Context: an optimization exercise on an open-source flow, tuned for small area. The choices shown serve that exercise and are no tape-out recipe. Function was checked by simulation only, so behaviour that the tests miss may differ from the original. Power figures rest on the tool's default switching activity, not on a simulated workload.

== job 1569 ==
## prefetch_buffer_tmr
module prefetch_buffer_tmr (
        input  logic                                  clk,
        input  logic                                  rst_i,
        input  logic                                  fetch_req_i,
        input  logic                                  fetch_branch_i,
        input  logic [32-1:0]                 fetch_branch_addr_i,
        input  logic                                  fetch_ready_i,
        input  logic [3-1:0]                 mem_gnt_i,
        input  logic [3-1:0]                 mem_rvalid_i,
        input  logic [3*32-1:0]      mem_rdata_i,
        input  logic [3-1:0]                 set_broken_i,
        output logic                                  fetch_valid_o,
        output logic [32-1:0]                 fetch_rdata_o,
        output logic                                  fetch_busy_o,
        output logic                                  mem_req_o,
        output logic [32-1:0]                 mem_addr_o,
        output logic [3-1:0]                 is_broken_o,
        output logic                                  err_detected_o,
        output logic                                  err_corrected_o
);
Size: roughly 370 flip-flops, ~18000 sq um of cells after synthesis.
==> flow/config.mk <==
export PLATFORM = sky130hd
export DESIGN_NAME = prefetch_buffer_tmr
export DESIGN_NICKNAME = prefetch_buffer_tmr
export VERILOG_FILES = /design/flow/design.v
export SDC_FILE = /design/flow/constraint.sdc
export NUM_CORES = 4
export LEC_CHECK = 0
export CAP_MARGIN = 20
export CORE_MARGIN = 2
export CORE_UTILIZATION = 65
export SETUP_SLACK_MARGIN = 0.5
export SLEW_MARGIN = 20
==> flow/constraint.sdc <==
create_clock -name core_clock -period 10.0 [get_ports {clk}]
set_input_delay 2.0000 -clock core_clock [delete_from_list [all_inputs] [get_ports {clk}]]
set_output_delay 2.0000 -clock core_clock [all_outputs]
set_load 0.01 [all_outputs]
standard.sh (not shown) runs the stock make flow with config.mk's settings and CLKGATE_MAP_FILE= SYNTH_SCRIPT=/design/flow/synth_recipe.tcl, a recipe that flattens the netlist after the stock synthesis.
==> flow/flow/run.sh <==
#!/bin/bash
# Layout flow: the standard layout (standard.sh) after a synthesis that
# differs from the standard one only in how combinational logic is mapped
# (see flow/synth.tcl), with the smallest buffer on every port.
# Each tool's full output goes to its own log in the work folder.
set -euo pipefail
W=$(pwd)
export AREA_ABC_SCRIPT=$W/flow/area.abc
make -C "$FLOW_HOME" DESIGN_CONFIG="$W/config.mk" WORK_HOME="$W/orfs" CLKGATE_MAP_FILE= \
  SYNTH_SCRIPT="$W/flow/synth.tcl" synth > "$W/synth.log" 2>&1
export BUFFER_PORTS_ARGS="-buffer_cell sky130_fd_sc_hd__buf_1"
bash standard.sh > "$W/layout.log" 2>&1
==> flow/flow/area.abc <==
strash
ifraig
dc2
dch -f
amap
==> flow/flow/synth.tcl <==
# synth_recipe.tcl (the standard synthesis) with two changes to the
# combinational mapping only: ORFS's adder extraction is skipped, and ABC
# maps with an area-oriented script (flow/area.abc) in place of ORFS's
# speed script. The flip-flops are mapped by the same steps as before, so
# they keep the standard synthesis's names and cell types.
proc synth {args} { yosys synth -nofsm -noshare {*}$args }
proc area_abc_args {abc_args} {
  set i [lsearch -exact $abc_args -script]
  return [lreplace $abc_args [expr {$i + 1}] [expr {$i + 1}] $::env(AREA_ABC_SCRIPT)]
}
set fh [open $::env(SCRIPTS_DIR)/synth.tcl r]
set body [read $fh]
close $fh
set n [regsub {log_cmd abc \{\*\}\$abc_args} $body {log_cmd abc {*}[area_abc_args $abc_args]} body]
if { $n != 1 } { error "abc step not found in synth.tcl" }
if { [info exists ::env(ADDER_MAP_FILE)] } { unset ::env(ADDER_MAP_FILE) }
eval $body
# left out here: clear keep_hierarchy, flatten, clean up, hide names made inside functions, write 1_2_yosys.v
Edits applied to the flow inputs when going from job 1569 to job 3088:
--- a/flow/flow/run.sh
+++ b/flow/flow/run.sh
@@ -4 +4,2 @@
-# (see flow/synth.tcl), with the smallest buffer on every port.
+# (see flow/synth.tcl), with the smallest buffer on every port and a
+# clock tree of small buffers.
@@ -11,0 +13,2 @@
+# Smaller clock buffers in smaller clusters, and no dummy loads
+export CTS_ARGS="-sink_clustering_enable -repair_clock_nets -dont_use_dummy_load -buf_list sky130_fd_sc_hd__clkbuf_4 -sink_clustering_size 8 -sink_clustering_max_diameter 50"
--- a/flow/flow/area.abc
+++ b/flow/flow/area.abc
@@ -3,0 +4 @@
+dc2
--- a/flow/config.mk
+++ b/flow/config.mk
@@ -10 +10 @@
-export CORE_UTILIZATION = 65
+export CORE_UTILIZATION = 55
--- outcome ---
Effective utilization at floorplan, job 3088 and job 1569, lower one = job 3088.
Comparing job 3088 and job 1569, data arrival at the endpoint of the critical path is higher on job 3088.
Diff job 1569 -> job 3088: portion of the clock cycle consumed by the worst path in the final layout went down by 5.1 points, smallest setup slack after layout +0.51 ns, sum of negative setup slack held.
### job 3088 -> job 7506
--- a/flow/config.mk
+++ b/flow/config.mk
@@ -11 +11,2 @@
-export SETUP_SLACK_MARGIN = 0.5
+export GPL_TIMING_DRIVEN = 0
+export SETUP_SLACK_MARGIN = 0
==> comparison <==
- Job 3088 was carried through to the last stage, and its layout satisfied the timing, DRC and antenna checks.
- Job 7506 went all the way through synthesis, placement and routing and the layout is clean on timing, DRC and antenna.
- Non-clock buffer contribution to total cell area sits higher in job 7506 than in job 3088.
- Looking at number of gates given a new drive strength after cts across job 7506 and job 3088, the one that comes out higher is job 7506.
- The leakage power total number comes out lower for job 3088 vs job 7506.
- Relative to job 3088, the final area of job 7506 is higher by about 1%.
Inputs modified between job 7506 and job 585:
--- a/flow/flow/run.sh
+++ b/flow/flow/run.sh
@@ -11 +11 @@
-  SYNTH_SCRIPT="$W/flow/synth.tcl" synth > "$W/synth.log" 2>&1
+  SYNTH_SCRIPT="$W/flow/synth.tcl" MIN_BUF_CELL_AND_PORTS="sky130_fd_sc_hd__buf_1 A X" synth > "$W/synth.log" 2>&1
--- a/flow/flow/area.abc
+++ b/flow/flow/area.abc
@@ -3,0 +4,2 @@
+rewrite -z
+refactor -z
--- a/flow/config.mk
+++ b/flow/config.mk
@@ -11 +10,0 @@
-export GPL_TIMING_DRIVEN = 0
--- outcome ---
Buffer share of cell area: job 585 < job 7506
Lower sequential cell area share goes to job 7506 over job 585.
Layout-stage area growth over the synthesis result was lower in job 585 than in job 7506.
In the metrics for job 7506 and job 585, the one carrying the higher via count is job 585.
Of job 585 and job 7506, it is job 585 that has the lower inverter count of the layout excluding clock inverters.
Job 585 — count of nets after finishing 10 higher, job 7506 as reference
Summary of job 585 over job 7506: final design utilization down 0.68 points; data arrival at the endpoint of the critical path down 0.28 ns; total power draw down 0.44%.
Setup changes, job 585 to job 2475
--- a/flow/flow/run.sh
+++ b/flow/flow/run.sh
@@ -11 +11 @@
-  SYNTH_SCRIPT="$W/flow/synth.tcl" MIN_BUF_CELL_AND_PORTS="sky130_fd_sc_hd__buf_1 A X" synth > "$W/synth.log" 2>&1
+  SYNTH_SCRIPT="$W/flow/synth.tcl" synth > "$W/synth.log" 2>&1
==> flow/flow/area.abc <==
strash
ifraig
dc2
dc2
dch -f
amap
--- a/flow/config.mk
+++ b/flow/config.mk
@@ -10 +10 @@
-export CORE_UTILIZATION = 55
+export CORE_UTILIZATION = 70
## What came out
- In the reports for job 585 and job 2475, the larger layout overhead on the synthesized area belongs to job 585.
- Looking at job 585 and job 2475, the total power is a wash.
- Job 585 and job 2475 ended up with roughly the same clock network power share.
- Die area: job 2475 vs job 585 down about 20%
- Job 585 -> job 2475: hold buffer count at CTS flat
- Against job 585 as the reference, job 2475 delivers a lower number of instances in the placed design.
- Job 2475 vs. job 585: global-route usage went up 7.6 points; sequential fraction of the synthesis area went down 0.30 points; fraction of final layout cells with drive strength greater than 1 held; detailed-router iteration count before antenna repair went up 4.
diff inputs: job 2475 => job 7203
--- a/flow/config.mk
+++ b/flow/config.mk
@@ -10,2 +10,3 @@
-export CORE_UTILIZATION = 70
-export SETUP_SLACK_MARGIN = 0
+export CORE_UTILIZATION = 55
+export PLACE_DENSITY = 0.75
+export SETUP_SLACK_MARGIN = -0.3
[summary]
Side by side, routed via count turned out lower in job 7203 than in job 2475. [compare] base=job 2475 new=job 7203: all-layer global routing usage saw a decrease, register-to-register slack shows a reduction of 0.12 ns, met1 routed wirelength after detailed routing now sits higher. In the flow results for job 2475 and job 7203, the part of the total power dissipated in combinational logic is larger on job 2475. Job 2475 vs job 7203, launching element of the worst setup path: fetch_branch_i vs g_repl[0].u_core.at_br_q. Job 7203 finished every step from synthesis to the final layout, and the layout passed the timing, DRC and antenna checks. Of the two values seen for category of the most critical setup path, reg2out was produced by job 7203 and in2reg by job 2475.

port drivers added, routing unchanged:
In the flow no input, the clock included, has a driving cell. The finished layouts below were timed again as built, in two steps.
Step 1: set_driving_cell puts a clkbuf_16 on clk and a buf_2 on each other input, an assumption about the parent block.
Step 2 times the ports against the registers' clock, not the clock port: input delays grow and output delays shrink by t, the midpoint of the rising clock arrivals with the driver on.
a / b / c = ideal ports / drivers / drivers and shift; a / b = the first two.
run | shift t [ns] | setup WS [ns] | worst setup path at the end | latest minus earliest clock arrival (ns) | pins driven straight from the clock port
job 1569 | 0.587 | 0.663 / 0.590 / 0.590 | input to output | 0.013 / 0.013 | 1
job 3088 | 0.775 | 1.171 / 1.138 / 0.363 | input to register | 0.108 / 0.108 | 1
job 7506 | 0.850 | 0.660 / 0.672 / -0.178 | input to register | 0.094 / 0.094 | 1
job 585 | 0.744 | 0.876 / 0.833 / 0.089 | input to register | 0.094 / 0.094 | 1
job 2475 | 0.751 | 0.594 / 0.622 / -0.129 | input to register | 0.106 / 0.106 | 1
job 7203 | 0.802 | 0.616 / 0.566 / -0.115 | input to register | 0.111 / 0.111 | 1
Met with ideal ports but missed after step 2: setup timing in job 7506, job 2475 and job 7203. For job 7506, which loses most, drivers alone change the setup slack by +0.012 ns; drivers and shift together by -0.838 ns.
